From an optimization exercise on the open Yosys and OpenROAD flow, aimed at small area, a short achievable clock period and few clock cycles; shortcuts taken in it are not production practice. In this exercise RTL edits were held to simulation tests only and were not proved equivalent to the original. Power is estimated from default activity; no workload was simulated.

==> flow/design.v <==
`default_nettype none
package hkc_pkg;
  localparam int KEY_W            = 32;
  localparam int VAL_W            = 16;
  localparam int DEF_POOL_ENTRIES = 64;
  typedef enum logic {
    OP_LOOKUP = 1'b0,
    OP_INSERT = 1'b1
  } op_t;
  typedef enum logic [1:0] {
    ST_FOUND     = 2'd0,
    ST_NOT_FOUND = 2'd1,
    ST_INSERTED  = 2'd2,
    ST_FULL      = 2'd3
  } status_t;
  typedef struct packed {
    logic             op;
    logic [KEY_W-1:0] key;
    logic [VAL_W-1:0] value;
  } in_item_t;
  typedef struct packed {
    logic [1:0]       status;
    logic [VAL_W-1:0] found_value;
    logic             from_hot;
  } out_item_t;
endpackage
`default_nettype wire
`default_nettype none
module hkc_ctrl
#(
  parameter int POOL_ENTRIES = hkc_pkg::DEF_POOL_ENTRIES
) (
  input  logic                      clk,
  input  logic                      rst_n,
  input  logic                      start,
  input  logic                      op,
  input  logic                      found,
  input  logic                      hot_hit,
  input  logic [hkc_pkg::VAL_W-1:0] found_val,
  input  logic                      pend_block,
  output logic                      s2_ins,
  output logic                      s3_ins,
  output logic                      in_ins,
  output logic                      req_v,
  output logic                      is_insert,
  output logic                      full,
  output logic                      busy,
  output logic                      out_valid,
  output hkc_pkg::out_item_t        out_item
);
  localparam int CNT_W = $clog2(POOL_ENTRIES + 1);
  logic               busy_r;
  logic               s2_v_r;
  logic               s2_op_r;
  logic               s3_v_r;
  logic               s3_op_r;
  logic [CNT_W-1:0]   used_r;
  logic               out_valid_r;
  hkc_pkg::out_item_t out_r;
  assign s3_ins = s3_v_r && (s3_op_r == hkc_pkg::OP_INSERT);
  assign s2_ins = s2_v_r && (s2_op_r == hkc_pkg::OP_INSERT);
  assign in_ins = start && !busy_r && (op == hkc_pkg::OP_INSERT);
  always_ff @(posedge clk) begin
    busy_r  <= rst_n & !full & pend_block;
    s2_v_r  <= rst_n & start & !busy_r;
    s2_op_r <= op;
    s3_v_r  <= rst_n & s2_v_r;
    s3_op_r <= s2_op_r;
  end
  assign req_v     = s3_v_r;
  assign is_insert = (s3_op_r == hkc_pkg::OP_INSERT);
  assign full      = (used_r == CNT_W'(POOL_ENTRIES));
  always_ff @(posedge clk) begin
    if (!rst_n) begin
      used_r <= '0;
    end else if (s3_v_r && is_insert && !full) begin
      used_r <= used_r + 1'b1;
    end
  end
  always_ff @(posedge clk) begin
    out_valid_r <= rst_n & s3_v_r;
    if (is_insert) begin
      out_r.status      <= full ? hkc_pkg::ST_FULL : hkc_pkg::ST_INSERTED;
      out_r.found_value <= '0;
      out_r.from_hot    <= 1'b0;
    end else begin
      out_r.status      <= found ? hkc_pkg::ST_FOUND : hkc_pkg::ST_NOT_FOUND;
      out_r.found_value <= found_val;
      out_r.from_hot    <= hot_hit;
    end
  end
  assign busy      = busy_r;
  assign out_valid = out_valid_r;
  assign out_item  = out_r;
endmodule
`default_nettype wire
`default_nettype none
module hkc_dpath
#(
  parameter int POOL_ENTRIES = hkc_pkg::DEF_POOL_ENTRIES,
  parameter int NUM_WR       = 4
) (
  input  logic                      clk,
  input  logic                      rst_n,
  input  logic [hkc_pkg::KEY_W-1:0] key_in,
  input  logic [hkc_pkg::VAL_W-1:0] value_in,
  input  logic                      req_v,
  input  logic                      is_insert,
  input  logic                      full,
  output logic                      found,
  output logic                      hot_hit,
  output logic [hkc_pkg::VAL_W-1:0] found_val,
  input  logic                      s2_ins,
  input  logic                      s3_ins,
  input  logic                      in_ins,
  output logic                      pend_block
);
  localparam int SPACING = POOL_ENTRIES / NUM_WR;
  logic [hkc_pkg::KEY_W-1:0] s2_key_r;
  logic [hkc_pkg::VAL_W-1:0] s2_val_r;
  logic [hkc_pkg::KEY_W-1:0] s3_key_r;
  logic [hkc_pkg::VAL_W-1:0] s3_val_r;
  logic [POOL_ENTRIES-1:0]   s3_match_r;
  logic                      s3_hot_eq_r;
  logic                      s3_prev_eq_r;
  logic                      prev_new_r;
  logic                      prev_hot_r;
  logic [hkc_pkg::VAL_W-1:0] prev_val_r;
  logic [hkc_pkg::KEY_W-1:0] key_mem [POOL_ENTRIES];
  logic [hkc_pkg::VAL_W-1:0] val_mem [POOL_ENTRIES];
  logic [POOL_ENTRIES-1:0]   valid_r;
  logic [POOL_ENTRIES-1:0]   match;
  logic [NUM_WR-1:0]         wr_first;
  logic [3:0]                free_at;
  logic [hkc_pkg::KEY_W-1:0] wr_key;
  logic [hkc_pkg::VAL_W-1:0] wr_val;
  logic                      wr_valid;
  logic                      pend_v_r;
  logic [hkc_pkg::KEY_W-1:0] pend_key_r;
  logic [hkc_pkg::VAL_W-1:0] pend_val_r;
  logic                      s3_pend_eq_r;
  logic [hkc_pkg::VAL_W-1:0] s3_pend_val_r;
  logic                      hot_valid_r;
  logic [hkc_pkg::KEY_W-1:0] hot_key_r;
  logic                      new_ins;
  logic                      hot_upd;
  logic                      pool_found;
  logic [hkc_pkg::VAL_W-1:0] pool_val;
  always_comb begin
    for (int i = 0; i < POOL_ENTRIES; i++) begin
      match[i] = valid_r[i] && (key_mem[i] == s2_key_r);
    end
  end
  always_ff @(posedge clk) begin
    s2_key_r     <= key_in;
    s2_val_r     <= value_in;
    s3_key_r     <= s2_key_r;
    s3_val_r     <= s2_val_r;
    s3_match_r   <= match;
    s3_hot_eq_r  <= hot_valid_r && (hot_key_r == s2_key_r);
    s3_prev_eq_r <= (s3_key_r == s2_key_r);
    s3_pend_eq_r <= pend_v_r && (pend_key_r == s2_key_r);
    s3_pend_val_r <= pend_val_r;
  end
  always_comb begin
    pool_val = '0;
    for (int i = 0; i < POOL_ENTRIES; i++) begin
      pool_val = pool_val |
                 ({hkc_pkg::VAL_W{s3_match_r[(i + POOL_ENTRIES - 1) % POOL_ENTRIES]}} & val_mem[i]);
    end
    pool_found = |s3_match_r;
  end
  assign found     = pool_found || s3_pend_eq_r || (prev_new_r && s3_prev_eq_r);
  assign found_val = pool_val |
                     ({hkc_pkg::VAL_W{s3_pend_eq_r}} & s3_pend_val_r) |
                     ({hkc_pkg::VAL_W{prev_new_r && s3_prev_eq_r}} & prev_val_r);
  assign hot_hit   = prev_hot_r ? s3_prev_eq_r : s3_hot_eq_r;
  assign new_ins = req_v && is_insert && !full && !found;
  assign hot_upd = req_v && !is_insert && found;
  always_comb begin
    logic taken;
    taken   = 1'b0;
    free_at = '0;
    for (int j = 0; j < NUM_WR; j++) begin
      wr_first[j] = !valid_r[(j * SPACING + POOL_ENTRIES - 1) % POOL_ENTRIES] && !taken;
      taken       = taken || wr_first[j];
      for (int k = 0; k < 4; k++) begin
        if (!valid_r[(j * SPACING + POOL_ENTRIES - 1 - k) % POOL_ENTRIES]) free_at[k] = 1'b1;
      end
    end
  end
  assign wr_key   = pend_v_r ? pend_key_r : s3_key_r;
  assign wr_val   = pend_v_r ? pend_val_r : s3_val_r;
  assign wr_valid = pend_v_r || new_ins;
  function automatic logic pend_next(logic pv, logic free, logic ins);
    pend_next = (pv && !free) || (ins && (pv || !free));
  endfunction
  always_comb begin
    logic pv1, pv2, pv3;
    pv1        = pend_next(pend_v_r, free_at[0], s3_ins);
    pv2        = pend_next(pv1, free_at[1], s2_ins);
    pv3        = pend_next(pv2, free_at[2], in_ins);
    pend_block = pv3 && !free_at[3];
  end
  always_ff @(posedge clk) begin
    if (!rst_n) begin
      pend_v_r <= 1'b0;
    end else begin
      pend_v_r <= pend_next(pend_v_r, free_at[0], new_ins);
    end
    if (!(pend_v_r && !free_at[0])) begin
      pend_key_r <= s3_key_r;
      pend_val_r <= s3_val_r;
    end
  end
  always_ff @(posedge clk) begin
    for (int i = 0; i < POOL_ENTRIES; i++) begin
      if (i % SPACING == 0 && wr_first[i / SPACING]) begin
        key_mem[i] <= wr_key;
        val_mem[i] <= wr_val;
      end else begin
        key_mem[i] <= key_mem[(i + POOL_ENTRIES - 1) % POOL_ENTRIES];
        val_mem[i] <= val_mem[(i + POOL_ENTRIES - 1) % POOL_ENTRIES];
      end
    end
  end
  always_ff @(posedge clk) begin
    for (int i = 0; i < POOL_ENTRIES; i++) begin
      if (!rst_n) begin
        valid_r[i] <= 1'b0;
      end else if (i % SPACING == 0 && wr_first[i / SPACING]) begin
        valid_r[i] <= wr_valid;
      end else begin
        valid_r[i] <= valid_r[(i + POOL_ENTRIES - 1) % POOL_ENTRIES];
      end
    end
  end
  always_ff @(posedge clk) begin
    if (!rst_n) begin
      hot_valid_r <= 1'b0;
      prev_new_r  <= 1'b0;
      prev_hot_r  <= 1'b0;
    end else begin
      if (hot_upd) begin
        hot_valid_r <= 1'b1;
      end
      prev_new_r <= new_ins;
      prev_hot_r <= hot_upd;
    end
  end
  always_ff @(posedge clk) begin
    prev_val_r <= s3_val_r;
    if (hot_upd) begin
      hot_key_r <= s3_key_r;
    end
  end
endmodule
`default_nettype wire
`default_nettype none
module hashed_key_cache_with_hot_entry
#(
  parameter int POOL_ENTRIES = hkc_pkg::DEF_POOL_ENTRIES
) (
  input  logic      clk,
  input  logic      rst_n,
  input  logic      start,
  input  hkc_pkg::in_item_t  in_item,
  output logic      busy,
  output logic      out_valid,
  output hkc_pkg::out_item_t out_item
);
  logic                      req_v;
  logic                      is_insert;
  logic                      found;
  logic                      hot_hit;
  logic                      full;
  logic                      pend_block;
  logic                      s2_ins;
  logic                      s3_ins;
  logic                      in_ins;
  logic [hkc_pkg::VAL_W-1:0] found_val;
  hkc_ctrl #(
    .POOL_ENTRIES (POOL_ENTRIES)
  ) u_ctrl (
    .clk       (clk),
    .rst_n     (rst_n),
    .start     (start),
    .op        (in_item.op),
    .found     (found),
    .hot_hit   (hot_hit),
    .found_val (found_val),
    .req_v     (req_v),
    .is_insert (is_insert),
    .full      (full),
    .pend_block (pend_block),
    .s2_ins    (s2_ins),
    .s3_ins    (s3_ins),
    .in_ins    (in_ins),
    .busy      (busy),
    .out_valid (out_valid),
    .out_item  (out_item)
  );
  hkc_dpath #(
    .POOL_ENTRIES (POOL_ENTRIES)
  ) u_dpath (
    .clk       (clk),
    .rst_n     (rst_n),
    .key_in    (in_item.key),
    .value_in  (in_item.value),
    .req_v     (req_v),
    .is_insert (is_insert),
    .full      (full),
    .found     (found),
    .hot_hit   (hot_hit),
    .found_val (found_val),
    .s2_ins    (s2_ins),
    .s3_ins    (s3_ins),
    .in_ins    (in_ins),
    .pend_block (pend_block)
  );
endmodule
`default_nettype wire
==> flow/flow/run.sh <==
#!/bin/bash
set -euo pipefail
bash standard.sh finish SETUP_SLACK_MARGIN=5.3 > make_finish.log 2>&1
==> flow/standard.sh <==
#!/bin/bash
# synth_recipe.tcl (not shown) runs the flow's synth.tcl, then flattens the netlist and writes it again
# the make line also repeats each setting of config.mk as NAME=value (left out here)
make -C /OpenROAD-flow-scripts/flow DESIGN_CONFIG=/design/flow/config.mk WORK_HOME=/design/flow/orfs CLKGATE_MAP_FILE= SYNTH_SCRIPT=/design/flow/synth_recipe.tcl "${@:-finish}"
==> flow/config.mk <==
export PLATFORM = sky130hd
export DESIGN_NAME = hashed_key_cache_with_hot_entry
export DESIGN_NICKNAME = hashed_key_cache_with_hot_entry
export VERILOG_FILES = /design/flow/design.v
export SDC_FILE = /design/flow/constraint.sdc
export NUM_CORES = 4
export LEC_CHECK = 0
export CAP_MARGIN = 20
export CORE_MARGIN = 2
export CORE_UTILIZATION = 40
export CTS_CLUSTER_DIAMETER = 100
export CTS_CLUSTER_SIZE = 25
export SLEW_MARGIN = 20
==> flow/constraint.sdc <==
create_clock -name core_clock -period 8.0 [get_ports {clk}]
set_input_delay 1.6000 -clock core_clock [delete_from_list [all_inputs] [get_ports {clk}]]
set_output_delay 1.6000 -clock core_clock [all_outputs]
set_load 0.01 [all_outputs]
==> results of run 1 <==
-- power groups by stage --
stage	sequential, mW	clock [mW]	combinational [mW]
after CTS	18.5	9.15	1.54
after detailed placement	18.9	0	1.43
final	18.5	9.12	1.65
after floorplan	18.6	0	1.09
after global routing	18.6	9.78	1.72
after global placement	19.0	0	1.43
-- layout by cell type, fill, tap and decap left out, drive strengths merged --
cell and instances:
clkdlybuf4s50 50, or4 3, and3 4, inv 67, a221oi 159, buf 271
a22oi 163, nor3b 1, ha 2, nor4 257, nand2b 1, nor3 36
a22o 160, xor2 484, o21ai 153, diode 5, nand3b 2, a21oi 31
and2 67, nand2 150, edfxtp 80, clkinv 8, nand4 479, dfxtp 3367
mux2i 97, nor2 18, a31oi 3, nand3 124, xnor2 1656, o2111ai 1
a211oi 2, o22ai 2, and4 1, clkbuf 199, nand4b 1, a222oi 33
-- registers in the layout, indices dropped and copies added (netlist names), 7 cells and up --
register	flops
u_dpath.key_mem	2048
u_dpath.val_mem	1024
u_dpath.s3_match_r	64
u_dpath.valid_r	64
u_dpath.hot_key_r	32
u_dpath.pend_key_r	32
u_dpath.s2_key_r	32
u_dpath.s3_key_r	32
u_ctrl.out_r	19
u_dpath.pend_val_r	16
u_dpath.prev_val_r	16
u_dpath.s2_val_r	16
u_dpath.s3_pend_val_r	16
u_dpath.s3_val_r	16
u_ctrl.used_r	7
-- metal layers --
layer,GRT usage,wire length (µm)
met3,0.0505,34800
met5,0,168
met2,0.409,158000
met4,0.105,16800
met1,0.382,161000
-- final timing paths --
kind                                     end                   startpoint  depth (start not counted)
max                                out_valid   u_ctrl.out_valid_r$_DFF_P_                          1
min              u_dpath.s3_val_r[1]$_DFF_P_  u_dpath.s2_val_r[1]$_DFF_P_                          0
max reg2reg  u_dpath.key_mem[16][13]$_DFF_P_  u_dpath.pend_v_r$_SDFF_PN0_                          2
min reg2reg      u_dpath.s3_val_r[1]$_DFF_P_  u_dpath.s2_val_r[1]$_DFF_P_                          0
-- what timing repair did --
item / 4_1_cts / 5_1_grt
resized for setup: 167 / 30
gates cloned: 0 / 2
buffers inserted: 29 / 69
setup endpoints to repair: 157 / 83
pin swaps: 0 / 1
-- stage by stage --
| stage | power [mW] | util | std cells | setup slack (ps) |
|---|---|---|---|---|
| 4_1_cts | 29.2 | 0.440 | 11445 | 4960 |
| 5_1_grt | 30.1 | 0.443 | 11517 | 4960 |
| 2_1_floorplan | 19.7 | - | 8039 | 5320 |
| 3_5_place_dp | 20.4 | 0.420 | 11205 | 4610 |
| 3_3_place_gp | 20.4 | 0.420 | 11202 | 3310 |
| 6_report | 29.3 | 0.443 | 11521 | 5000 |
-- kinds of logic (layout without fill, tap and decap cells) --
group,after synthesis,count (layout),synth area share
xor gates and xnor gates,2140,2140,0.181
muxes,97,97,0.00939
DFF,3447,3447,0.675
adders and majority gates,2,2,0.000242
other,0,5,0
AOI/OAI and AO/OA,707,707,0.0516
and+or+nand+nor,1144,1144,0.0634
buffers and inverters,502,595,0.0194
-- final cells by class --
cell class,count,area [µm²]
sequential,3447,70000
clock inverter,14,206
antenna,5,12.5
timing repair buffer,323,3260
clock buffer,197,4160
inverter,61,229
multi-input combinational,4090,31700
tap,3384,4230
fill,23345,143000
==> metrics.md, run 1 <==
| Metric | Value |
|---|---|
| Status | finished clean |
| Die height | roughly 500 µm |
| Critical path, cell by cell | buf_6 |
| Num ports | 73 |
| Die area | between 200000 and 300000 µm² |
| Clk_skew | 40.2 ps |
| Average size of a mapped cell | around 13 µm² |
| Die X | 513 µm |
| CTS buffer count | 156 |
| DR iter-0 viols | around 8800 |
| R2R setup slack | around 5300 ps |
| Starting density of the core | 0.403 |
| Clock Sinks | roughly 3400 |
| Post-synthesis sequential area ratio | 0.675 |
| GRT Overall Usage | 0.271 |
| Placed cell area | roughly 110000 µm² |
| P_leak | just over 40 nW |
| # DRC | 0 |
| Worst Path Arrival | 1400 ps |
| Clock root cell | clkbuf_16 |
| Top cells by count, synth | dfxtp_1 (3367), xnor2_1 (1656), xor2_1 (484) |
| CTS clk-pin slew, worst paths | around 100 ps |
| Global-route wire length before repair | approximately 500 mm |
| Final cycle utilization of the critical path | 0.375 |
| HPWL Detailed | between 200 and 250 mm |
| Unrepaired setup endpoints after global routing | yes |
| Slew Viols, Final | 0 |
| Number of synthesized flops with an enable pin | 80 |
| CTS tree | built |
| PwrDens | about 260 nW/µm² |
| Ys async rst share | 0 |
| Max-slew headroom | 0.164 |
| Largest net degree at the start of global routing | 70 |
| IO buf count | 72 |
| Most common cell in the netlist | dfxtp_1 |
| Pre-Repair DR Iteration Count | 6 |
| Worst ir drop on vdd | around 0.00024 V |
| Standard-cell rows | between 150 and 200 |
| Critical Path RT | between 6000 and 7000 ps |
| CP max-delay cell | dfxtp_4 |
| Post-route design area | 114000 µm² |
| DRT antenna net count | 0 |
| CP max FO | 1 |
| Clock Power Share | 0.311 |
| Clock Tree Buf Depth | 3 |
| Crit path buffers/inverters | 1 |
| Crit path max-delay family | flip-flops |
| Worst-skew pair later-pin latency | a little under 900 ps |
| WS Path Type | register to primary output |
| Total grt overflow | 0 |
| Switching pwr | 6.95 mW |
| Setup TNS | 0 ps |
| Critical Path Max Stage Delay | ~410 ps |
| Internal cell power | 22.3 mW |
| Sequential share of power | 0.632 |
| Initial antenna violation count | 13 |
| Setup crit start kind | register |
| Combinational Power Share | 0.056 |
| Worst Hold Class | register to register |
| Slew @ Worst Pin | 1220 ps |
| Setup violations, final | 0 |
| Nets@finish | ~8100 |
| Synth warnings | 4 |
| Via count | between 60000 and 70000 |
| # H-tree levels | 4 |
| Max frequency | 0.334 GHz |
| Ys flop type | dfxtp_1 |
| Sw frac | 0.237 |
| Hold violation count in the final report | 0 |
| Gpl congestion | 0.932 |
| Synth Instances | around 8000 |
| Tmin final | between 2000 and 3000 ps |
| Via-to-Cell Ratio | ~5.6 |
| Area leader, netlist | dfxtp_1 |
| Drt wl/cell | approximately 32 µm |
| Syn Std Cell Area | roughly 100000 µm² |
| CORE AREA | about 260000 µm² |
| Area delta synth->final | 10.0% |
| Max-cap violations | 0 |
| Final wirelength | between 300 and 400 mm |
| Synth Net Count | ~8000 |
| Worst setup EP type | primary output |
| #FFs+latches synth | ~3400 |
| Vias in the first global route | roughly 63000 |
| Top cells by area, synth | dfxtp_1 (65%), xnor2_1 (14%), xor2_1 (4.1%), nand4_1 (2.9%), edfxtp_1 (2.3%) |
| Layout cells sized above 1 | 0.0631 |
| Synth unique cells | 37 |
| Top-area cell type share of the netlist area | 0.652 |
| Hold buffers post-CTS | 0 |
| Final hold slack | 330 ps |
Testbench counts, summed over its fixed seeds: cycles 18,615.
==> inputs of run 2 (changes only) <==
--- a/flow/design.v
+++ b/flow/design.v
@@ -38,7 +38,6 @@
   input  logic                      hot_hit,
   input  logic [hkc_pkg::VAL_W-1:0] found_val,
   input  logic                      pend_block,
-  output logic                      s2_ins,
   output logic                      s3_ins,
   output logic                      in_ins,
   output logic                      req_v,
@@ -50,22 +49,17 @@
 );
   localparam int CNT_W = $clog2(POOL_ENTRIES + 1);
   logic               busy_r;
-  logic               s2_v_r;
-  logic               s2_op_r;
   logic               s3_v_r;
   logic               s3_op_r;
   logic [CNT_W-1:0]   used_r;
   logic               out_valid_r;
   hkc_pkg::out_item_t out_r;
   assign s3_ins = s3_v_r && (s3_op_r == hkc_pkg::OP_INSERT);
-  assign s2_ins = s2_v_r && (s2_op_r == hkc_pkg::OP_INSERT);
   assign in_ins = start && !busy_r && (op == hkc_pkg::OP_INSERT);
   always_ff @(posedge clk) begin
     busy_r  <= rst_n & !full & pend_block;
-    s2_v_r  <= rst_n & start & !busy_r;
-    s2_op_r <= op;
-    s3_v_r  <= rst_n & s2_v_r;
-    s3_op_r <= s2_op_r;
+    s3_v_r  <= rst_n & start & !busy_r;
+    s3_op_r <= op;
   end
   assign req_v     = s3_v_r;
   assign is_insert = (s3_op_r == hkc_pkg::OP_INSERT);
@@ -110,14 +104,11 @@
   output logic                      found,
   output logic                      hot_hit,
   output logic [hkc_pkg::VAL_W-1:0] found_val,
-  input  logic                      s2_ins,
   input  logic                      s3_ins,
   input  logic                      in_ins,
   output logic                      pend_block
 );
   localparam int SPACING = POOL_ENTRIES / NUM_WR;
-  logic [hkc_pkg::KEY_W-1:0] s2_key_r;
-  logic [hkc_pkg::VAL_W-1:0] s2_val_r;
   logic [hkc_pkg::KEY_W-1:0] s3_key_r;
   logic [hkc_pkg::VAL_W-1:0] s3_val_r;
   logic [POOL_ENTRIES-1:0]   s3_match_r;
@@ -131,7 +122,7 @@
   logic [POOL_ENTRIES-1:0]   valid_r;
   logic [POOL_ENTRIES-1:0]   match;
   logic [NUM_WR-1:0]         wr_first;
-  logic [3:0]                free_at;
+  logic [2:0]                free_at;
   logic [hkc_pkg::KEY_W-1:0] wr_key;
   logic [hkc_pkg::VAL_W-1:0] wr_val;
   logic                      wr_valid;
@@ -148,18 +139,16 @@
   logic [hkc_pkg::VAL_W-1:0] pool_val;
   always_comb begin
     for (int i = 0; i < POOL_ENTRIES; i++) begin
-      match[i] = valid_r[i] && (key_mem[i] == s2_key_r);
+      match[i] = valid_r[i] && (key_mem[i] == key_in);
     end
   end
   always_ff @(posedge clk) begin
-    s2_key_r     <= key_in;
-    s2_val_r     <= value_in;
-    s3_key_r     <= s2_key_r;
-    s3_val_r     <= s2_val_r;
+    s3_key_r     <= key_in;
+    s3_val_r     <= value_in;
     s3_match_r   <= match;
-    s3_hot_eq_r  <= hot_valid_r && (hot_key_r == s2_key_r);
-    s3_prev_eq_r <= (s3_key_r == s2_key_r);
-    s3_pend_eq_r <= pend_v_r && (pend_key_r == s2_key_r);
+    s3_hot_eq_r  <= hot_valid_r && (hot_key_r == key_in);
+    s3_prev_eq_r <= (s3_key_r == key_in);
+    s3_pend_eq_r <= pend_v_r && (pend_key_r == key_in);
     s3_pend_val_r <= pend_val_r;
   end
   always_comb begin
@@ -184,7 +173,7 @@
     for (int j = 0; j < NUM_WR; j++) begin
       wr_first[j] = !valid_r[(j * SPACING + POOL_ENTRIES - 1) % POOL_ENTRIES] && !taken;
       taken       = taken || wr_first[j];
-      for (int k = 0; k < 4; k++) begin
+      for (int k = 0; k < 3; k++) begin
         if (!valid_r[(j * SPACING + POOL_ENTRIES - 1 - k) % POOL_ENTRIES]) free_at[k] = 1'b1;
       end
     end
@@ -196,11 +185,10 @@
     pend_next = (pv && !free) || (ins && (pv || !free));
   endfunction
   always_comb begin
-    logic pv1, pv2, pv3;
+    logic pv1, pv2;
     pv1        = pend_next(pend_v_r, free_at[0], s3_ins);
-    pv2        = pend_next(pv1, free_at[1], s2_ins);
-    pv3        = pend_next(pv2, free_at[2], in_ins);
-    pend_block = pv3 && !free_at[3];
+    pv2        = pend_next(pv1, free_at[1], in_ins);
+    pend_block = pv2 && !free_at[2];
   end
   always_ff @(posedge clk) begin
     if (!rst_n) begin
@@ -275,7 +263,6 @@
   logic                      hot_hit;
   logic                      full;
   logic                      pend_block;
-  logic                      s2_ins;
   logic                      s3_ins;
   logic                      in_ins;
   logic [hkc_pkg::VAL_W-1:0] found_val;
@@ -293,7 +280,6 @@
     .is_insert (is_insert),
     .full      (full),
     .pend_block (pend_block),
-    .s2_ins    (s2_ins),
     .s3_ins    (s3_ins),
     .in_ins    (in_ins),
     .busy      (busy),
@@ -313,7 +299,6 @@
     .found     (found),
     .hot_hit   (hot_hit),
     .found_val (found_val),
-    .s2_ins    (s2_ins),
     .s3_ins    (s3_ins),
     .in_ins    (in_ins),
     .pend_block (pend_block)
==> flow/run.sh (new file) <==
#!/bin/bash
# synth_recipe.tcl (not shown) runs the flow's synth.tcl, then flattens the netlist and writes it again
# the make line also repeats each setting of config.mk as NAME=value (left out here)
make -C /OpenROAD-flow-scripts/flow DESIGN_CONFIG=/design/flow/config.mk WORK_HOME=/design/flow/orfs CLKGATE_MAP_FILE= SYNTH_SCRIPT=/design/flow/synth_recipe.tcl finish
--- a/flow/config.mk
+++ b/flow/config.mk
@@ -10,4 +10,5 @@
 export CORE_UTILIZATION = 40
 export CTS_CLUSTER_DIAMETER = 100
 export CTS_CLUSTER_SIZE = 25
+export SETUP_SLACK_MARGIN = 5
 export SLEW_MARGIN = 20
removed: flow/flow/run.sh
removed: flow/standard.sh
==> metrics.md, run 2 <==
| Metric | Value |
|---|---|
| CORE AREA | 254000 µm² (-0.99%) |
| Slew Viols, Final | 0 (unchanged) |
| Crit path max-delay family | simple AND/OR/NAND/NOR gates |
| #FFs+latches synth | 3397 (-1.5%) |
| Ys async rst share | 0 (unchanged) |
| Setup crit start kind | input port |
| DRT antenna net count | 0 (unchanged) |
| Via count | 62284 (-3.0%) |
| Drt wl/cell | 32.5 µm (+0.93%) |
| Setup violations, final | 0 (unchanged) |
| CTS tree | built |
| Worst ir drop on vdd | 0.000238 V (-2.1%) |
| Area leader, netlist | dfxtp_1 |
| R2R setup slack | 5120 ps (-150 ps) |
| Syn Std Cell Area | 102000 µm² (-0.94%) |
| Initial antenna violation count | 20 (+7) |
| Total grt overflow | 0 (unchanged) |
| Number of synthesized flops with an enable pin | 80 (unchanged) |
| Die X | 510 µm (-0.47%) |
| Gpl congestion | 0.997 (+7.0%) |
| Ys flop type | dfxtp_1 |
| Final Power | 28.9 mW (-1.2%) |
| Max frequency | 0.328 GHz (-1.5%) |
| HPWL Detailed | 240 mm (+3.2%) |
| Global-route wire length before repair | 503 mm (-0.11%) |
| P_leak | 40.3 nW (-2.4%) |
| Status | finished clean |
| # DRC | 0 (unchanged) |
| Critical Path RT | 8740 ps (+2340 ps) |
| Clock root cell | clkbuf_16 |
| IO buf count | 72 (unchanged) |
| Top flop regs | u_dpath.key_mem x2048, u_dpath.val_mem x1024 |
| Most common cell after layout, fill and taps aside | dfxtp_1 |
| Die height | 510 µm (-0.47%) |
| Placement Setup Slack | 3500 ps (-1110 ps) |
| Final wirelength | 369 mm (-0.70%) |
| Max-slew headroom | 0.141 (-0.0229) |
| HP Start | u_dpath.val_mem[5][1]$_DFF_P_ |
| Layout cells sized above 1 | 0.0511 (-0.0120) |
| Num ports | 73 (unchanged) |
| Worst-skew pair later-pin latency | 880 ps (about the same) |
| Via-to-Cell Ratio | 5.49 (-1.5%) |
| Tmin final | 3040 ps (+46.5 ps) |
| # H-tree levels | 4 (unchanged) |
| Vias in the first global route | 62855 (+0.16%) |
| Max reg flops | 2048 (unchanged) |
| CTS clk-pin slew, worst paths | 100 ps (about the same) |
| Average size of a mapped cell | 12.8 µm² (-0.24%) |
| Worst r2r src | u_dpath.s3_match_r[12]$_DFF_P_ |
| Starting density of the core | 0.403 (about the same) |
| Unrepaired setup endpoints after global routing | yes |
| Standard-cell rows | 185 (-0.54%) |
| Synth Instances | 7983 (-0.70%) |
| Hold Path Sink | u_dpath.val_mem[6][1]$_DFF_P_ |
| Critical Path Max Stage Delay | 470 ps (+60 ps) |
| Setup TNS | 0 ps (unchanged) |
| Clock Sinks | 3397 (-1.5%) |
| Clk_skew | 59.7 ps (+19.5 ps) |
| CP max FO | 24 (+23) |
| Fillcell total | 22989 (-1.5%) |
| Synth Net Count | 8037 (-0.69%) |
| Slew @ Worst Pin | 1250 ps (+33.4 ps) |
| Max-cap violations | 0 (unchanged) |
| Most common cell in the netlist | dfxtp_1 |
| Worst r2r path cells | 7 (+5) |
| Post-synthesis sequential area ratio | 0.671 (-0.00337) |
| Area delta synth->final | 9.03% |
| Top-area cell type share of the netlist area | 0.648 (-0.00359) |
| Nets@finish | 7978 (-1.9%) |
| Synth unique cells | 44 (+19%) |
| Largest net degree at the start of global routing | 65 (-7.1%) |
| Most frequent cells in the layout | dfxtp_1 (3303), xnor2_1 (1731), nand4_1 (496) |
| Critical path, cell by cell | buf_6 -> buf_6 -> xnor2_1 -> nand4_1 -> nor4_1 -> nand4_1 -> nor4_2 |
| Final cycle utilization of the critical path | 0.381 (+0.00581) |
| Worst Hold Class | register to register |
| CTS buffer count | 154 (-1.3%) |
| Reg-to-reg endpoint | u_dpath.hot_key_r[29]$_DFFE_PP_ |
| Clock Tree Buf Depth | 3 (unchanged) |
| Biggest register | u_dpath.key_mem |
| Worst setup margin | 4960 ps (-46.5 ps) |
| Synth warnings | 4 (unchanged) |
| GRT Overall Usage | 0.276 (+0.00498) |
| Top cells by area, synth | dfxtp_1 (65%), xnor2_1 (15%), xor2_1 (3.4%), nand4_1 (3.0%), edfxtp_1 (2.3%) |
| Top cells by count, synth | dfxtp_1 (3317), xnor2_1 (1731), nand4_1 (496) |
| Pre-Repair DR Iteration Count | 6 (unchanged) |
| PwrDens | 259 nW/µm² (+0.61%) |
| Crit path buffers/inverters | 2 (+1) |
| Min-Delay Path Depth | 0 (unchanged) |
| WS Path Type | input port to register |
| Worst Path Arrival | 3780 ps (+2380 ps) |
| CP max-delay cell | nor4_2 |
| Worst setup EP type | register |
| Hold violation count in the final report | 0 (unchanged) |
| Die area | 260000 µm² (-0.93%) |
| DR iter-0 viols | 7741 (-12%) |
-- run 2: cell types whose count changed after synthesis, moves of 6 or more --
cell / before / now
a221oi_1: 159 / 170
a22o_1: 160 / 169
a22oi_1: 163 / 144
buf_1: 120 / 113
buf_2: 89 / 101
clkbuf_1: 231 / 225
dfxtp_1: 3367 / 3317
nand3_1: 123 / 114
nand4_1: 479 / 496
nor2_1: 18 / 10
nor4_1: 257 / 239
xnor2_1: 1656 / 1731
xor2_1: 484 / 402
-- run 2: power breakdown --
part	internal [mW]	switching, mW	leakage [nW]
Sequential	17.6	0.588	28.5
Clock	3.63	5.40	2.09
Combinational	0.703	0.974	9.73
Total	22.0	6.96	40.3
-- run 2: final cells by class --
cell class	count	area, µm²	area share
Clock buffer	180	3990	0.0357
Sequential cell	3397	68800	0.616
Inverter	66	248	0.00222
Antenna cell	4	10.0	0.0000896
Clock inverter	17	308	0.00276
Timing Repair Buffer	225	2420	0.0217
Tap cell	3366	4210	0.0377
Multi-Input combinational cell	4080	31700	0.284
-- run 2: routing by layer --
metal / share of wire / GRT usage / up-vias
li1: - / - / 26903
met1: 0.41 / 0.357 / 31216
met2: 0.45 / 0.446 / 3251
met3: 0.080 / 0.0501 / 900
met4: 0.053 / 0.128 / 14
met5: 0.00034 / 0 / -
-- run 2: worst max-delay path by stage --
stage                     depth (start not counted)                       start                        endpoint
final                                             7                 in_item[28]  u_dpath.s3_match_r[20]$_DFF_P_
after detailed placement                          7                 in_item[42]  u_dpath.s3_match_r[20]$_DFF_P_
after global routing                              1  u_ctrl.out_r[0]$_SDFF_PP0_                     out_item[0]
after floorplan                                   7                 in_item[42]  u_dpath.s3_match_r[63]$_DFF_P_
after global placement                            7                 in_item[42]  u_dpath.s3_match_r[20]$_DFF_P_
after CTS                                         7                 in_item[42]  u_dpath.s3_match_r[20]$_DFF_P_
-- run 2: cell families after synthesis --
logic type | after synthesis | share of synthesized area
AOI/OAI and AO/OA | 710 | 0.0527
xor gates and xnor gates | 2133 | 0.182
adders and majority gates | 2 | 0.000244
buffers and inverters | 506 | 0.0198
DFF | 3397 | 0.671
muxes | 97 | 0.00948
and+or+nand+nor | 1138 | 0.0640
-- run 2: repair_timing --
action,in CTS,in global routing
gates cloned,1,2
resized for setup,166,65
setup endpoints to repair,188,79
setup buffers,1,0
hold buffers,0,0
-- run 2: through the flow --
stage                util  instance area (µm²)  instances  hold slack [ps]
floorplan               -               103000       7983              330
global placement    0.420               107000      11130              332
detailed placement  0.420               107000      11130              335
CTS                 0.438               111000      11329              306
global route        0.439               112000      11332              320
finish              0.439               112000      11335              305
Testbench counts of run 2, summed over its fixed seeds: cycles 18,563.
==> inputs of run 3 (changes only) <==
--- a/flow/config.mk
+++ b/flow/config.mk
@@ -5,10 +5,11 @@
 export SDC_FILE = /design/flow/constraint.sdc
 export NUM_CORES = 4
 export LEC_CHECK = 0
-export CAP_MARGIN = 20
+export CAP_MARGIN = 10
 export CORE_MARGIN = 2
 export CORE_UTILIZATION = 40
 export CTS_CLUSTER_DIAMETER = 100
 export CTS_CLUSTER_SIZE = 25
+export PLACE_DENSITY = 0.7
 export SETUP_SLACK_MARGIN = 5
-export SLEW_MARGIN = 20
+export SLEW_MARGIN = 10
==> metrics.md, run 3 <==
| Metric | Value |
|---|---|
| Status | finished clean |
| Uppermost layer routed | met5 |
| Metal3 WL | 37.3 mm (+27%) |
| Worst-skew pair later-pin latency | 890 ps (about the same) |
| IO buf count | 72 (unchanged) |
| Setup violations, final | 0 (unchanged) |
| Hold buffers post-CTS | 0 (unchanged) |
| Die area | 260000 µm² (unchanged) |
| Clk_skew | 63.2 ps (+3.49 ps) |
| DR iter-0 viols | 8611 (+11%) |
| Reg area | 68800 µm² (about the same) |
| Worst Path Arrival | 3840 ps (+60 ps) |
| P_leak | 40.1 nW (-0.49%) |
| Top-area cell type share of the netlist area | 0.648 (unchanged) |
| Most common cell in the netlist | dfxtp_1 |
| Unrepaired setup endpoints after global routing | yes |
| Top flop regs | u_dpath.key_mem x2048, u_dpath.val_mem x1024 |
| Starting density of the core | 0.403 (unchanged) |
| Max reg flops | 2048 (unchanged) |
| Setup TNS | 0 ps (unchanged) |
| Most used cell, CP | nor4_1 |
| CP max-delay cell | buf_4 |
| Biggest register | u_dpath.key_mem |
| Global-route wire length before repair | 486 mm (-3.4%) |
| Drt wl/cell | 31.0 µm (-4.7%) |
| Num ports | 73 (unchanged) |
| Total grt overflow | 0 (unchanged) |
| Worst ir drop on vdd | 0.000239 V (+0.28%) |
| CTS buffer count | 154 (unchanged) |
| CTS clk-pin slew, worst paths | 100 ps (about the same) |
| Ys async rst share | 0 (unchanged) |
| Top cells by area, synth | dfxtp_1 (65%), xnor2_1 (15%), xor2_1 (3.4%), nand4_1 (3.0%), edfxtp_1 (2.3%) |
| Final wirelength | 351 mm (-4.8%) |
| Standard-cell rows | 185 (unchanged) |
| Hold violation count in the final report | 0 (unchanged) |
| Layout cells sized above 1 | 0.0492 (-0.00189) |
| Synth unique cells | 44 (unchanged) |
| Max-cap violations | 0 (unchanged) |
| CP max FO | 32 (+33%) |
| Critical Path Max Stage Delay | 530 ps (+60 ps) |
| Most frequent cells in the layout | dfxtp_1 (3299), xnor2_1 (1731), nand4_1 (496) |
| Die height | 510 µm (unchanged) |
| DRT antenna net count | 0 (unchanged) |
| Slew Viols, Final | 0 (unchanged) |
| Critical path, cell by cell | buf_6 -> buf_4 -> xor2_1 -> nor4_1 -> nand4_1 -> nor4_1 |
| Final Power | 28.8 mW (-0.42%) |
| HPWL Detailed | 226 mm (-5.9%) |
| WS Path Type | input port to register |
| Fillcell total | 22835 (-0.67%) |
| Critical Path RT | 8760 ps (+20 ps) |
| # H-tree levels | 4 (unchanged) |
| Average size of a mapped cell | 12.8 µm² (unchanged) |
| Nets@finish | 7960 (-0.23%) |
| Met2 WL post-DR | 153 mm (-8.4%) |
| PwrDens | 259 nW/µm² (about the same) |
| Via-to-Cell Ratio | 5.62 (+2.2%) |
| Clock root cell | clkbuf_16 |
| Tmin final | 3080 ps (+36.9 ps) |
| Post-synthesis sequential area ratio | 0.671 (unchanged) |
| Top cells by count, synth | dfxtp_1 (3317), xnor2_1 (1731), nand4_1 (496) |
| Met1 WL | 142 mm (-6.3%) |
| Syn Std Cell Area | 102000 µm² (unchanged) |
| Max-slew headroom | 0.202 (+0.0607) |
| Final cycle utilization of the critical path | 0.385 (+0.00462) |
| GRT Overall Usage | 0.262 (-0.0133) |
| Worst Hold Class | register to register |
| Slew @ Worst Pin | 1160 ps (-88.5 ps) |
| Via count | 63577 (+2.1%) |
| CTS tree | built |
| # DRC | 0 (unchanged) |
| Synth Net Count | 8037 (unchanged) |
| Gpl congestion | 0.986 (-1.1%) |
| #FFs+latches synth | 3397 (unchanged) |
| Max frequency | 0.324 GHz (-1.2%) |
| Most common cell after layout, fill and taps aside | dfxtp_1 |
| Clock Tree Buf Depth | 3 (unchanged) |
| CORE AREA | 254000 µm² (unchanged) |
| Setup crit start kind | input port |
| Number of synthesized flops with an enable pin | 80 (unchanged) |
| Area delta synth->final | 8.67% |
| Pre-Repair DR Iteration Count | 7 (+1) |
| Worst setup EP type | register |
| Clock Sinks | 3397 (unchanged) |
| Synth warnings | 4 (unchanged) |
| Multi-input gate area | 31700 µm² (about the same) |
| Final hold slack | 320 ps (+15.0 ps) |
| Ys flop type | dfxtp_1 |
| Synth Instances | 7983 (unchanged) |
| Vias in the first global route | 63714 (+1.4%) |
| Largest net degree at the start of global routing | 97 (+49%) |
| Area leader, netlist | dfxtp_1 |
| Initial antenna violation count | 12 (-40%) |
| Die X | 510 µm (unchanged) |
[run 3: cell counts after synthesis]
No cell type changed its count.
[run 3: worst paths after layout]
path | start | endpoint | slack, ps | cells past startpoint
max reg2reg | u_dpath.valid_r[63]$_SDFF_PN0_ | u_dpath.pend_key_r[13]$_DFFE_PN_ | 4980 | 4
max | in_item[43] | u_dpath.s3_match_r[30]$_DFF_P_ | 4920 | 6
min reg2reg | u_dpath.val_mem[2][2]$_DFF_P_ | u_dpath.val_mem[3][2]$_DFF_P_ | 320 | 0
min | u_dpath.val_mem[2][2]$_DFF_P_ | u_dpath.val_mem[3][2]$_DFF_P_ | 320 | 0
[run 3: cell type report]
class / count / share of cell area
Sequential cell: 3397 / 0.618
Multi-Input combinational cell: 4080 / 0.284
Tap cell: 3366 / 0.0378
Clock buffer: 177 / 0.0354
Timing Repair Buffer: 207 / 0.0188
Clock inverter: 19 / 0.00305
Inverter: 66 / 0.00222
Antenna cell: 5 / 0.000112
[run 3: critical path: cells and delay by family]
family,cells,cell delay [ps]
buffers and inverters,2,970
and+or+nand+nor,3,1010
xor gates and xnor gates,1,140
[run 3: what timing repair did]
item / 4_1_cts / 5_1_grt
gates resized for setup: 161 / 56
pin swaps: 0 / 0
buffers inserted: 2 / 0
endpoints found under the setup margin: 170 / 63
[run 3: cells by family (layout without fill, tap and decap cells)]
logic type / count (synthesis) / count (layout) / share of synthesized area
XOR/XNOR: 2133 / 2133 / 0.182
flip-flops: 3397 / 3397 / 0.671
buffers and inverters: 506 / 469 / 0.0198
other: 0 / 5 / 0
AO/OA/AOI/OAI: 710 / 710 / 0.0527
adder cells (fa/ha/maj): 2 / 2 / 0.000244
AND/OR/NAND/NOR: 1138 / 1138 / 0.0640
multiplexers: 97 / 97 / 0.00948
[run 3: through the flow]
step                instance area, µm²  utilization  worst slack, ps  std cells
global route                    111000        0.438             4880      11312
CTS                             111000        0.437             4830      11312
detailed placement              107000        0.419             3760      11114
global placement                107000        0.419             3770      11114
finish                          111000        0.438             4920      11317
floorplan                       103000            -             4990       7983
[run 3: layer usage]
layer / vias to the layer above / track usage
met3: 969 / 0.0649
met5: - / 0
met1: 31753 / 0.346
met4: 12 / 0.120
li1: 26858 / -
met2: 3985 / 0.405
[run 3: power by group]
part           switching [mW]  internal [mW]
combinational           0.928          0.687
sequential              0.592           17.6
clock                    5.34           3.61
total                    6.86           21.9
==> inputs of run 4 (changes only) <==
--- a/flow/design.v
+++ b/flow/design.v
@@ -111,7 +111,9 @@
   localparam int SPACING = POOL_ENTRIES / NUM_WR;
   logic [hkc_pkg::KEY_W-1:0] s3_key_r;
   logic [hkc_pkg::VAL_W-1:0] s3_val_r;
-  logic [POOL_ENTRIES-1:0]   s3_match_r;
+  logic [POOL_ENTRIES-1:0]   s3_eq_r;
+  logic [POOL_ENTRIES-1:0]   s3_match;
+  logic [NUM_WR-1:0]         wrote_r;
   logic                      s3_hot_eq_r;
   logic                      s3_prev_eq_r;
   logic                      prev_new_r;
@@ -139,13 +141,13 @@
   logic [hkc_pkg::VAL_W-1:0] pool_val;
   always_comb begin
     for (int i = 0; i < POOL_ENTRIES; i++) begin
-      match[i] = valid_r[i] && (key_mem[i] == key_in);
+      match[i] = (key_mem[i] == key_in);
     end
   end
   always_ff @(posedge clk) begin
     s3_key_r     <= key_in;
     s3_val_r     <= value_in;
-    s3_match_r   <= match;
+    s3_eq_r      <= match;
     s3_hot_eq_r  <= hot_valid_r && (hot_key_r == key_in);
     s3_prev_eq_r <= (s3_key_r == key_in);
     s3_pend_eq_r <= pend_v_r && (pend_key_r == key_in);
@@ -154,10 +156,12 @@
   always_comb begin
     pool_val = '0;
     for (int i = 0; i < POOL_ENTRIES; i++) begin
+      s3_match[i] = s3_eq_r[i] && valid_r[(i + 1) % POOL_ENTRIES] &&
+                    !((i + 1) % SPACING == 0 && wrote_r[((i + 1) % POOL_ENTRIES) / SPACING]);
       pool_val = pool_val |
-                 ({hkc_pkg::VAL_W{s3_match_r[(i + POOL_ENTRIES - 1) % POOL_ENTRIES]}} & val_mem[i]);
+                 ({hkc_pkg::VAL_W{s3_match[(i + POOL_ENTRIES - 1) % POOL_ENTRIES]}} & val_mem[i]);
     end
-    pool_found = |s3_match_r;
+    pool_found = |s3_match;
   end
   assign found     = pool_found || s3_pend_eq_r || (prev_new_r && s3_prev_eq_r);
   assign found_val = pool_val |
@@ -191,6 +195,9 @@
     pend_block = pv2 && !free_at[2];
   end
   always_ff @(posedge clk) begin
+    wrote_r <= wr_first;
+  end
+  always_ff @(posedge clk) begin
     if (!rst_n) begin
       pend_v_r <= 1'b0;
     end else begin
--- a/flow/config.mk
+++ b/flow/config.mk
@@ -5,11 +5,10 @@
 export SDC_FILE = /design/flow/constraint.sdc
 export NUM_CORES = 4
 export LEC_CHECK = 0
-export CAP_MARGIN = 10
+export CAP_MARGIN = 20
 export CORE_MARGIN = 2
 export CORE_UTILIZATION = 40
 export CTS_CLUSTER_DIAMETER = 100
 export CTS_CLUSTER_SIZE = 25
-export PLACE_DENSITY = 0.7
 export SETUP_SLACK_MARGIN = 5
-export SLEW_MARGIN = 10
+export SLEW_MARGIN = 20
==> metrics.md, run 4 <==
| Metric | Value |
|---|---|
| Status | finished clean |
| Global-route wire length before repair | 470 mm (-3.3%) |
| Combinational Power Share | 0.049 (-0.007) |
| Setup crit start kind | register |
| Critical path, cell by cell | buf_4 -> mux2i_1 -> o21ai_0 |
| Metal3 WL | 27.5 mm (-26%) |
| Standard-cell rows | 185 (unchanged) |
| R2R setup slack | 4850 ps (-130 ps) |
| Area leader, netlist | dfxtp_1 |
| Multi-input gate area | 32100 µm² (+1.2%) |
| Sequential share of power | 0.639 (+0.006) |
| CTS buffer count | 155 (+0.65%) |
| GRT Overall Usage | 0.253 (-0.00905) |
| Largest net degree at the start of global routing | 80 (-18%) |
| DRT antenna net count | 0 (unchanged) |
| Die area | 261000 µm² (+0.10%) |
| Setup violations, final | 0 (unchanged) |
| Initial antenna violation count | 18 (+6) |
| Clock Power Share | 0.312 (about the same) |
| Num ports | 73 (unchanged) |
| Area delta synth->final | 8.40% |
| Synth warnings | 4 (unchanged) |
| IO buf count | 72 (unchanged) |
| Final wirelength | 338 mm (-3.8%) |
| P_leak | 44.9 nW (+12%) |
| Clock root cell | clkbuf_16 |
| Via-to-Cell Ratio | 5.38 (-4.2%) |
| WS Path Type | register to register |
| #FFs+latches synth | 3401 (+0.12%) |
| Top-area cell type share of the netlist area | 0.648 (about the same) |
| Most common cell in the netlist | dfxtp_1 |
| Met2 WL post-DR | 152 mm (-0.82%) |
| Worst setup path endpoint | u_dpath.key_mem[16][15]$_DFF_P_ |
| Final hold slack | 344 ps (+24.9 ps) |
| Most frequent cells in the layout | dfxtp_1 (3307), xor2_1 (2136), nor4_1 (560) |
| Worst setup EP type | register |
| Max reg flops | 2048 (unchanged) |
| Max frequency | 0.318 GHz (-2.1%) |
| CORE AREA | 255000 µm² (about the same) |
| Via count | 61240 (-3.7%) |
| Worst Path Arrival | 3770 ps (-70 ps) |
| Post-route design area | 111000 µm² (-0.14%) |
| Slew Viols, Final | 0 (unchanged) |
| Die X | 510 µm (about the same) |
| Met1 WL | 144 mm (+0.85%) |
| Most common cell after layout, fill and taps aside | dfxtp_1 |
| Biggest register | u_dpath.key_mem |
| Final cycle utilization of the critical path | 0.393 (+0.00817) |
| DR iter-0 viols | 6549 (-24%) |
| Synth unique cells | 46 (+4.5%) |
| Worst Hold Class | register to register |
| CTS clk-pin slew, worst paths | 100 ps (about the same) |
| Nets@finish | 8021 (+0.77%) |
| Hold buffers post-CTS | 0 (unchanged) |
| Starting density of the core | 0.403 (about the same) |
| Sw frac | 0.236 (-0.00253) |
| Tmin final | 3150 ps (+65.4 ps) |
| # H-tree levels | 4 (unchanged) |
| Worst setup margin | 4850 ps (-65.4 ps) |
| Vias in the first global route | 62137 (-2.5%) |
| Ys flop type | dfxtp_1 |
| Slew @ Worst Pin | 1170 ps (+6.52 ps) |
| Average size of a mapped cell | 12.7 µm² (-0.70%) |
| Max-slew headroom | 0.197 (-0.00447) |
| Clock Sinks | 3401 (+0.12%) |
| Worst r2r src | u_dpath.pend_v_r$_SDFF_PN0_ |
| Unrepaired setup endpoints after global routing | yes |
| Worst-skew pair later-pin latency | 840 ps (-50 ps) |
| Drt wl/cell | 29.7 µm (-4.3%) |
| Total grt overflow | 0 (unchanged) |
| CTS tree | built |
| Layout cells sized above 1 | 0.0503 (+0.00114) |
| Synth Instances | 8048 (+0.81%) |
| Top cells by area, synth | dfxtp_1 (65%), xor2_1 (18%), nor4_1 (3.4%), edfxtp_1 (2.3%), a22oi_1 (1.3%) |
| CP max-delay cell | mux2i_1 |
| Clock Tree Buf Depth | 3 (unchanged) |
| Uppermost layer routed | met5 |
| Number of synthesized flops with an enable pin | 80 (unchanged) |
| Max-cap violations | 0 (unchanged) |
| Setup TNS | 0 ps (unchanged) |
| HPWL Detailed | 217 mm (-3.9%) |
| Worst r2r path cells | 3 (-1) |
| Syn Std Cell Area | 103000 µm² (+0.11%) |
| Clk_skew | 35.6 ps (-27.6 ps) |
| Post-synthesis sequential area ratio | 0.672 (about the same) |
| PwrDens | 256 nW/µm² (-0.96%) |
| Critical Path Max Stage Delay | 990 ps (+460 ps) |
| Pre-Repair DR Iteration Count | 8 (+1) |
| Reg-to-reg endpoint | u_dpath.key_mem[16][15]$_DFF_P_ |
| Reg area | 68900 µm² (about the same) |
| Placement Setup Slack | 4020 ps (+254 ps) |
| Top cells by count, synth | dfxtp_1 (3321), xor2_1 (2136), nor4_1 (563) |
| CP max FO | 37 (+16%) |
| Ys async rst share | 0 (unchanged) |
| Switching pwr | 6.72 mW (-2.2%) |
| # DRC | 0 (unchanged) |
| Crit. Startpoint | u_dpath.pend_v_r$_SDFF_PN0_ |
| Gpl congestion | 0.891 (-9.6%) |
| Fillcell total | 23315 (+2.1%) |
| Worst ir drop on vdd | 0.000209 V (-13%) |
| Internal cell power | 21.8 mW (-0.77%) |
| Placed cell area | 107000 µm² (+0.19%) |
| Critical Path RT | 8630 ps (-130 ps) |
| Die height | 510 µm (about the same) |
| Synth Net Count | 8102 (+0.81%) |
| Hold violation count in the final report | 0 (unchanged) |
| Top flop regs | u_dpath.key_mem x2048, u_dpath.val_mem x1024 |
==> run 4: cell types whose count changed in the layout (fill, tap and decap cells not counted), moves of 38 or more <==
cell / before / now
nor2_1: 10 / 129
nand3_1: 114 / 32
inv_1: 66 / 8
xnor2_1: 1731 / 10
a22oi_1: 144 / 183
a21oi_1: 27 / 65
mux2i_1: 94 / 40
and2_1: 71 / 124
nand4_1: 496 / 211
nor4_1: 239 / 560
xor2_1: 402 / 2136
==> run 4: what timing repair did <==
item	4_1_cts	5_1_grt
pin swaps	0	0
buffers inserted	0	0
gates resized for setup	111	33
setup endpoints to repair	60	60
==> run 4: worst min path at each step <==
| stage | from | to | slack (ps) | cells past startpoint |
|---|---|---|---|---|
| 2_1_floorplan | u_dpath.val_mem[11][12]$_DFF_P_ | u_dpath.val_mem[12][12]$_DFF_P_ | 330 | 0 |
| 3_3_place_gp | u_dpath.val_mem[35][14]$_DFF_P_ | u_dpath.val_mem[36][14]$_DFF_P_ | 330 | 0 |
| 3_5_place_dp | u_dpath.val_mem[17][3]$_DFF_P_ | u_dpath.val_mem[18][3]$_DFF_P_ | 340 | 0 |
| 4_1_cts | u_dpath.val_mem[36][11]$_DFF_P_ | u_dpath.val_mem[37][11]$_DFF_P_ | 330 | 0 |
| 5_1_grt | u_dpath.key_mem[30][21]$_DFF_P_ | u_dpath.key_mem[31][21]$_DFF_P_ | 350 | 0 |
| 6_report | u_dpath.val_mem[44][1]$_DFF_P_ | u_dpath.val_mem[45][1]$_DFF_P_ | 340 | 0 |
==> run 4: final cells by class <==
| class | instances | area share |
|---|---|---|
| Clock buffer | 181 | 0.0361 |
| Sequential cell | 3401 | 0.620 |
| Clock inverter | 14 | 0.00137 |
| Antenna cell | 4 | 0.0000900 |
| Timing Repair Buffer | 206 | 0.0162 |
| Inverter | 9 | 0.000315 |
| Multi-Input combinational cell | 4194 | 0.288 |
| Tap cell | 3366 | 0.0379 |
==> run 4: routing by layer <==
layer / vias to the layer above / global-route usage
li1: 27019 / -
met1: 30613 / 0.337
met2: 2891 / 0.403
met3: 707 / 0.0529
met4: 10 / 0.0992
met5: - / 0
==> run 4: worst max-delay path, delay by kind of cell, from the launching register on <==
kind                   cells  cell delay (ps)
flip-flops                 1              680
AO/OA/AOI/OAI              1              400
buffers and inverters      1              750
multiplexers               1              990
==> run 4: power groups by stage <==
stage / sequential, mW / combinational (mW) / clock [mW]
floorplan: 18.3 / 0.932 / 0
global placement: 18.6 / 1.37 / 0
detailed placement: 18.6 / 1.37 / 0
CTS: 18.2 / 1.38 / 8.97
global route: 18.3 / 1.48 / 9.57
finish: 18.2 / 1.39 / 8.89
==> run 4: stage by stage <==
| stage | instances | power (mW) | utilization |
|---|---|---|---|
| final | 11375 | 28.5 | 0.437 |
| after global routing | 11372 | 29.3 | 0.437 |
| after CTS | 11371 | 28.5 | 0.436 |
| after detailed placement | 11176 | 19.9 | 0.420 |
| after global placement | 11176 | 19.9 | 0.420 |
| after floorplan | 8048 | 19.3 | - |
==> run 4: cell families after synthesis <==
group,after synthesis,synth area share
AND/OR/NAND/NOR,1256,0.0693
flip-flops,3401,0.672
XOR/XNOR,2146,0.183
buffers and inverters,453,0.0172
multiplexers,49,0.00478
AO/OA/AOI/OAI,739,0.0534
adder cells (fa/ha/maj),4,0.000439
Testbench counts of run 4, summed over its fixed seeds: cycles 18,563.
==> inputs of run 5 (changes only) <==
==> flow/flow/run.sh (new file) <==
#!/bin/bash
set -euo pipefail
bash standard.sh finish SETUP_SLACK_MARGIN=5.3 > make_finish.log 2>&1
==> flow/standard.sh (new file) <==
#!/bin/bash
# synth_recipe.tcl (not shown) runs the flow's synth.tcl, then flattens the netlist and writes it again
# the make line also repeats each setting of config.mk as NAME=value (left out here)
make -C /OpenROAD-flow-scripts/flow DESIGN_CONFIG=/design/flow/config.mk WORK_HOME=/design/flow/orfs CLKGATE_MAP_FILE= SYNTH_SCRIPT=/design/flow/synth_recipe.tcl "${@:-finish}"
--- a/flow/config.mk
+++ b/flow/config.mk
@@ -10,5 +10,4 @@
 export CORE_UTILIZATION = 40
 export CTS_CLUSTER_DIAMETER = 100
 export CTS_CLUSTER_SIZE = 25
-export SETUP_SLACK_MARGIN = 5
 export SLEW_MARGIN = 20
removed: flow/run.sh
==> metrics.md, run 5 <==
| Metric | Value |
|---|---|
| Status | finished clean |
| Max-slew headroom | 0.296 (+0.0990) |
| Slew @ Worst Pin | 1030 ps (-144 ps) |
| Slew Viols, Final | 0 (unchanged) |
| Die area | 261000 µm² (unchanged) |
| Setup crit start kind | register |
| # DRC | 0 (unchanged) |
| GRT Overall Usage | 0.255 (+0.00130) |
| Clock Tree Buf Depth | 3 (unchanged) |
| Placed cell area | 107000 µm² (-0.15%) |
| Area leader, netlist | dfxtp_1 |
| CTS buffer count | 156 (+0.65%) |
| Worst setup EP type | primary output |
| PwrDens | 256 nW/µm² (about the same) |
| Worst-skew pair later-pin latency | 870 ps (+30 ps) |
| Number of synthesized flops with an enable pin | 80 (unchanged) |
| Tmin final | 2980 ps (-164 ps) |
| Average size of a mapped cell | 12.7 µm² (unchanged) |
| R2R setup slack | 5150 ps (+300 ps) |
| Synth Instances | 8048 (unchanged) |
| Via-to-Cell Ratio | 5.39 (+0.13%) |
| Final cycle utilization of the critical path | 0.373 (-0.0205) |
| IO buf count | 72 (unchanged) |
| Biggest register | u_dpath.key_mem |
| Synth unique cells | 46 (unchanged) |
| Crit path depth | 1 (-2) |
| Starting density of the core | 0.403 (unchanged) |
| DR iter-0 viols | 7541 (+15%) |
| Top flop regs | u_dpath.key_mem x2048, u_dpath.val_mem x1024 |
| #FFs+latches synth | 3401 (unchanged) |
| Min-Delay Path Depth | 0 (unchanged) |
| Top cells by area, synth | dfxtp_1 (65%), xor2_1 (18%), nor4_1 (3.4%), edfxtp_1 (2.3%), a22oi_1 (1.3%) |
| Max reg flops | 2048 (unchanged) |
| Reg-to-reg endpoint | u_dpath.key_mem[0][2]$_DFF_P_ |
| Layout cells sized above 1 | 0.0544 (+0.00407) |
| Ys async rst share | 0 (unchanged) |
| CORE AREA | 255000 µm² (unchanged) |
| Clock Sinks | 3401 (unchanged) |
| Hold violation count in the final report | 0 (unchanged) |
| # H-tree levels | 4 (unchanged) |
| Syn Std Cell Area | 103000 µm² (unchanged) |
| Critical path, cell by cell | buf_6 |
| Ys flop type | dfxtp_1 |
| Total grt overflow | 0 (unchanged) |
| Num ports | 73 (unchanged) |
| HPWL Detailed | 216 mm (-0.39%) |
| Drt wl/cell | 29.9 µm (+0.81%) |
| DRT antenna net count | 0 (unchanged) |
| Max frequency | 0.335 GHz (+5.5%) |
| Post-route design area | 112000 µm² (+0.69%) |
| Gpl congestion | 0.936 (+5.0%) |
| Pre-Repair DR Iteration Count | 8 (unchanged) |
| CP max FO | 1 (-97%) |
| Vias in the first global route | 62415 (+0.45%) |
| CTS tree | built |
| Die height | 510 µm (unchanged) |
| CP max-delay cell | dfxtp_4 |
| Worst Hold Class | register to register |
| Nets@finish | 8007 (-0.17%) |
| Post-layout util | 0.440 (+0.00301) |
| Max-cap violations | 0 (unchanged) |
| WS Path Type | register to primary output |
| Crit. Startpoint | u_ctrl.out_r[0]$_SDFF_PP0_ |
| Final hold slack | 334 ps (-10.9 ps) |
| Most common cell in the netlist | dfxtp_1 |
| Area delta synth->final | 9.15% |
| Global-route wire length before repair | 471 mm (+0.41%) |
| Worst setup path endpoint | out_item[0] |
| Crit path buffers/inverters | 1 (unchanged) |
| P_leak | 45.1 nW (+0.55%) |
| Via count | 61261 (+0.034%) |
| Placement Setup Slack | 3830 ps (-184 ps) |
| Clk_skew | 51.8 ps (+16.2 ps) |
| Critical Path RT | 6400 ps (-2230 ps) |
| Final wirelength | 340 mm (+0.71%) |
| Worst Path Arrival | 1380 ps (-2390 ps) |
| Die X | 510 µm (unchanged) |
| Worst ir drop on vdd | 0.000233 V (+12%) |
| Most common cell after layout, fill and taps aside | dfxtp_1 |
| Clock root cell | clkbuf_16 |
| Worst setup margin | 5020 ps (+164 ps) |
| Post-synthesis sequential area ratio | 0.672 (unchanged) |
| Placed instance count | 11158 (-0.16%) |
| Top cells by count, synth | dfxtp_1 (3321), xor2_1 (2136), nor4_1 (563) |
| Final Power | 28.7 mW (+0.79%) |
| Standard-cell rows | 185 (unchanged) |
| Unrepaired setup endpoints after global routing | yes |
| Setup violations, final | 0 (unchanged) |
| Crit path max-delay family | flip-flops |
| Synth warnings | 4 (unchanged) |
| Synth Net Count | 8102 (unchanged) |
| Final Non-Filler Cells | 11364 (-0.097%) |
| Largest net degree at the start of global routing | 84 (+5.0%) |
| Most frequent cells in the layout | dfxtp_1 (3287), xor2_1 (2136), nor4_1 (552) |
| Worst r2r src | u_dpath.pend_v_r$_SDFF_PN0_ |
| Setup TNS | 0 ps (unchanged) |
| CTS clk-pin slew, worst paths | 90 ps (about the same) |
| Initial antenna violation count | 31 (+13) |
| Worst r2r path cells | 3 (unchanged) |
| Critical Path Max Stage Delay | 420 ps (-570 ps) |
| Top-area cell type share of the netlist area | 0.648 (unchanged) |
[run 5: what timing repair did]
item / 4_1_cts / 5_1_grt
buffers inserted: 0 / 2
gates cloned: 0 / 1
setup endpoints to repair: 185 / 94
gates resized for setup: 250 / 70
hold buffers: 0 / 0
hold endpoints to repair: 0 / 0
pin swaps: 1 / 3
[run 5: layout make-up]
type                    count  area (µm²)
clock inverters            15         254
flip-flops and latches   3401       68900
inverters                   9        36.3
repair buffers            191        2220
fillers                 23241      143000
well taps                3366        4210
multi-input cells        4194       32200
clock buffers             184        4120
diodes                      4        10.0
[run 5: cells by family (layout without fill, tap and decap cells)]
group                    count (synthesis)  after routing  share of synthesized area
flip-flops                            3401           3401                      0.672
buffers and inverters                  453            399                     0.0172
other                                    0              4                          0
adder cells (fa/ha/maj)                  4              4                   0.000439
multiplexers                            49             49                    0.00478
AND/OR/NAND/NOR                       1256           1256                     0.0693
AO/OA/AOI/OAI                          739            739                     0.0534
XOR/XNOR                              2146           2146                      0.183
[run 5: how the worst min path moves through the flow]
stage                                               start                              end  slack, ps
after global placement     u_dpath.val_mem[56][2]$_DFF_P_   u_dpath.val_mem[57][2]$_DFF_P_        330
final                       u_dpath.val_mem[0][5]$_DFF_P_    u_dpath.val_mem[1][5]$_DFF_P_        330
after global routing      u_dpath.val_mem[26][13]$_DFF_P_  u_dpath.val_mem[27][13]$_DFF_P_        340
after floorplan           u_dpath.val_mem[11][12]$_DFF_P_  u_dpath.val_mem[12][12]$_DFF_P_        330
after CTS                   u_dpath.val_mem[0][1]$_DFF_P_    u_dpath.val_mem[1][1]$_DFF_P_        330
after detailed placement  u_dpath.val_mem[32][14]$_DFF_P_  u_dpath.val_mem[33][14]$_DFF_P_        340
[run 5: metal layers]
metal / vias to the layer above / wire [µm] / track usage
li1: 26989 / - / -
met4: 16 / 13700 / 0.0922
met3: 700 / 27100 / 0.0511
met1: 30648 / 145000 / 0.341
met5: - / 151 / 0
met2: 2908 / 154000 / 0.407
[run 5: where the power goes]
part | switching, mW | total [mW] | internal [mW]
Sequential | 0.535 | 18.2 | 17.7
Combinational | 0.918 | 1.44 | 0.520
Clock | 5.36 | 9.08 | 3.72
Total | 6.81 | 28.7 | 21.9
==> inputs of run 6 (changes only) <==
==> flow/flow/run.sh (replaced) <==
#!/bin/bash
set -euo pipefail
bash standard.sh finish SETUP_SLACK_MARGIN=5.6 > make_finish.log 2>&1
==> metrics.md, run 6 <==
| Metric | Value |
|---|---|
| IO buf count | 72 (unchanged) |
| Multi-input gate area | 32600 µm² (+1.2%) |
| Via-to-Cell Ratio | 5.53 (+2.6%) |
| Number of synthesized flops with an enable pin | 80 (unchanged) |
| Most common cell in the netlist | dfxtp_1 |
| Standard-cell rows | 185 (unchanged) |
| Worst Path Arrival | 1370 ps (about the same) |
| CTS clk-pin slew, worst paths | 100 ps (about the same) |
| P_leak | 46.2 nW (+2.5%) |
| Post-synthesis sequential area ratio | 0.672 (unchanged) |
| Area leader, netlist | dfxtp_1 |
| Final wirelength | 374 mm (+9.9%) |
| Max-slew headroom | 0.344 (+0.0477) |
| Worst Hold Class | register to register |
| Max-cap violations | 0 (unchanged) |
| Top flop regs | u_dpath.key_mem x2048, u_dpath.val_mem x1024 |
| CTS buffer count | 157 (+0.64%) |
| Most frequent cells in the layout | dfxtp_1 (3265), xor2_1 (2136), nor4_1 (517) |
| Top cells by area, synth | dfxtp_1 (65%), xor2_1 (18%), nor4_1 (3.4%), edfxtp_1 (2.3%), a22oi_1 (1.3%) |
| Worst ir drop on vdd | 0.000231 V (-0.67%) |
| Average size of a mapped cell | 12.7 µm² (unchanged) |
| Hold violation count in the final report | 0 (unchanged) |
| Status | finished clean |
| CP max FO | 1 (unchanged) |
| Die area | 261000 µm² (unchanged) |
| Via count | 63360 (+3.4%) |
| # H-tree levels | 4 (unchanged) |
| Tmin final | 2970 ps (-16.0 ps) |
| Most common cell after layout, fill and taps aside | dfxtp_1 |
| CP max-delay cell | dfxtp_4 |
| Reg area | 69000 µm² (+0.11%) |
| Num ports | 73 (unchanged) |
| Vias in the first global route | 62978 (+0.90%) |
| CORE AREA | 255000 µm² (unchanged) |
| Synth Instances | 8048 (unchanged) |
| Slew Viols, Final | 0 (unchanged) |
| DRT antenna net count | 0 (unchanged) |
| Clock Sinks | 3401 (unchanged) |
| Top cells by count, synth | dfxtp_1 (3321), xor2_1 (2136), nor4_1 (563) |
| Area delta synth->final | 11.8% |
| Worst setup EP type | primary output |
| Critical Path RT | 6400 ps (about the same) |
| Gpl congestion | 0.982 (+4.9%) |
| Clock root cell | clkbuf_16 |
| Clk_skew | 44.2 ps (-7.60 ps) |
| Global-route wire length before repair | 495 mm (+5.0%) |
| Crit path buffers/inverters | 1 (unchanged) |
| Pre-Repair DR Iteration Count | 8 (unchanged) |
| Setup violations, final | 0 (unchanged) |
run 6: cell counts after synthesis:
No cell type changed its count.
run 6: final timing paths:
kind	startpoint	to	cells past startpoint
setup / recovery	u_ctrl.out_r[6]$_SDFF_PP0_	out_item[6]	1
hold / removal	u_dpath.val_mem[54][10]$_DFF_P_	u_dpath.val_mem[55][10]$_DFF_P_	0
setup reg to reg	u_dpath.pend_v_r$_SDFF_PN0_	u_dpath.key_mem[32][23]$_DFF_P_	3
hold reg to reg	u_dpath.val_mem[54][10]$_DFF_P_	u_dpath.val_mem[55][10]$_DFF_P_	0
run 6: kinds of logic (layout without fill, tap and decap cells):
logic type / after synthesis / after routing / synth area share
AOI/OAI and AO/OA: 739 / 739 / 0.0534
other: 0 / 12 / 0
and+or+nand+nor: 1256 / 1257 / 0.0693
buffers and inverters: 453 / 479 / 0.0172
muxes: 49 / 49 / 0.00478
adders and majority gates: 4 / 4 / 0.000439
xor gates and xnor gates: 2146 / 2146 / 0.183
DFF: 3401 / 3401 / 0.672
run 6: through the flow:
step	instance area (µm²)	cells	hold slack [ps]	setup slack, ps
floorplan	104000	8048	330	5330
global route	115000	11441	344	4990
global placement	107000	11156	332	3940
finish	115000	11453	338	5030
CTS	113000	11381	338	4970
detailed placement	107000	11156	335	3910
run 6: layer usage:
metal | up-vias | routed length [µm] | global-route usage
met2 | 3492 | 168000 | 0.428
met3 | 900 | 33700 | 0.0536
met4 | 12 | 18100 | 0.122
met1 | 31757 | 154000 | 0.358
li1 | 27199 | - | -
met5 | - | 80 | 0
run 6: timing repair:
item / CTS / global route
resized for setup: 470 / 145
gates cloned: 14 / 19
setup endpoints to repair: 304 / 112
pin swaps: 8 / 11
buffers inserted: 8 / 41
hold buffers: 0 / 0
run 6: cell type report:
type	instances	share of cell area
diodes	12	0.000262
well taps	3366	0.0367
multi-input cells	4195	0.284
repair buffers	267	0.0378
clock buffers	187	0.0363
inverters	9	0.000338
clock inverters	16	0.00236
flip-flops and latches	3401	0.602
run 6: report_power, final:
part | internal [mW] | leakage, nW | total [mW] | switching, mW
logic | 0.605 | 15.5 | 1.62 | 1.02
registers | 17.7 | 28.5 | 18.2 | 0.571
clock network | 3.76 | 2.15 | 9.20 | 5.44

what the ideal ports hide:
No port has a modelled driver above. Below, the same layouts with a new extraction and two added sets of constraints.
Step 1: set_driving_cell puts a clkbuf_16 on clk and a buf_2 on each other input, an assumption about the parent block.
Step 2 also shifts input and output timing later by t, the mid clock arrival at the registers, as if the neighbouring blocks saw the same clock.
a / b / c = no drivers / after step 1 / after step 2; a / b = the first two.
run | t (ns) | setup WS [ns]
run 1 | 0.935 | 5.002 / 4.913 / 4.595
run 2 | 0.949 | 4.955 / 4.920 / 4.044
run 3 | 0.949 | 4.918 / 4.931 / 4.024
run 4 | 0.931 | 4.853 / 4.853 / 4.097
run 5 | 0.941 | 5.017 / 4.916 / 4.390
run 6 | 0.943 | 5.033 / 4.934 / 4.482
After both steps setup and hold are still met in every run listed.
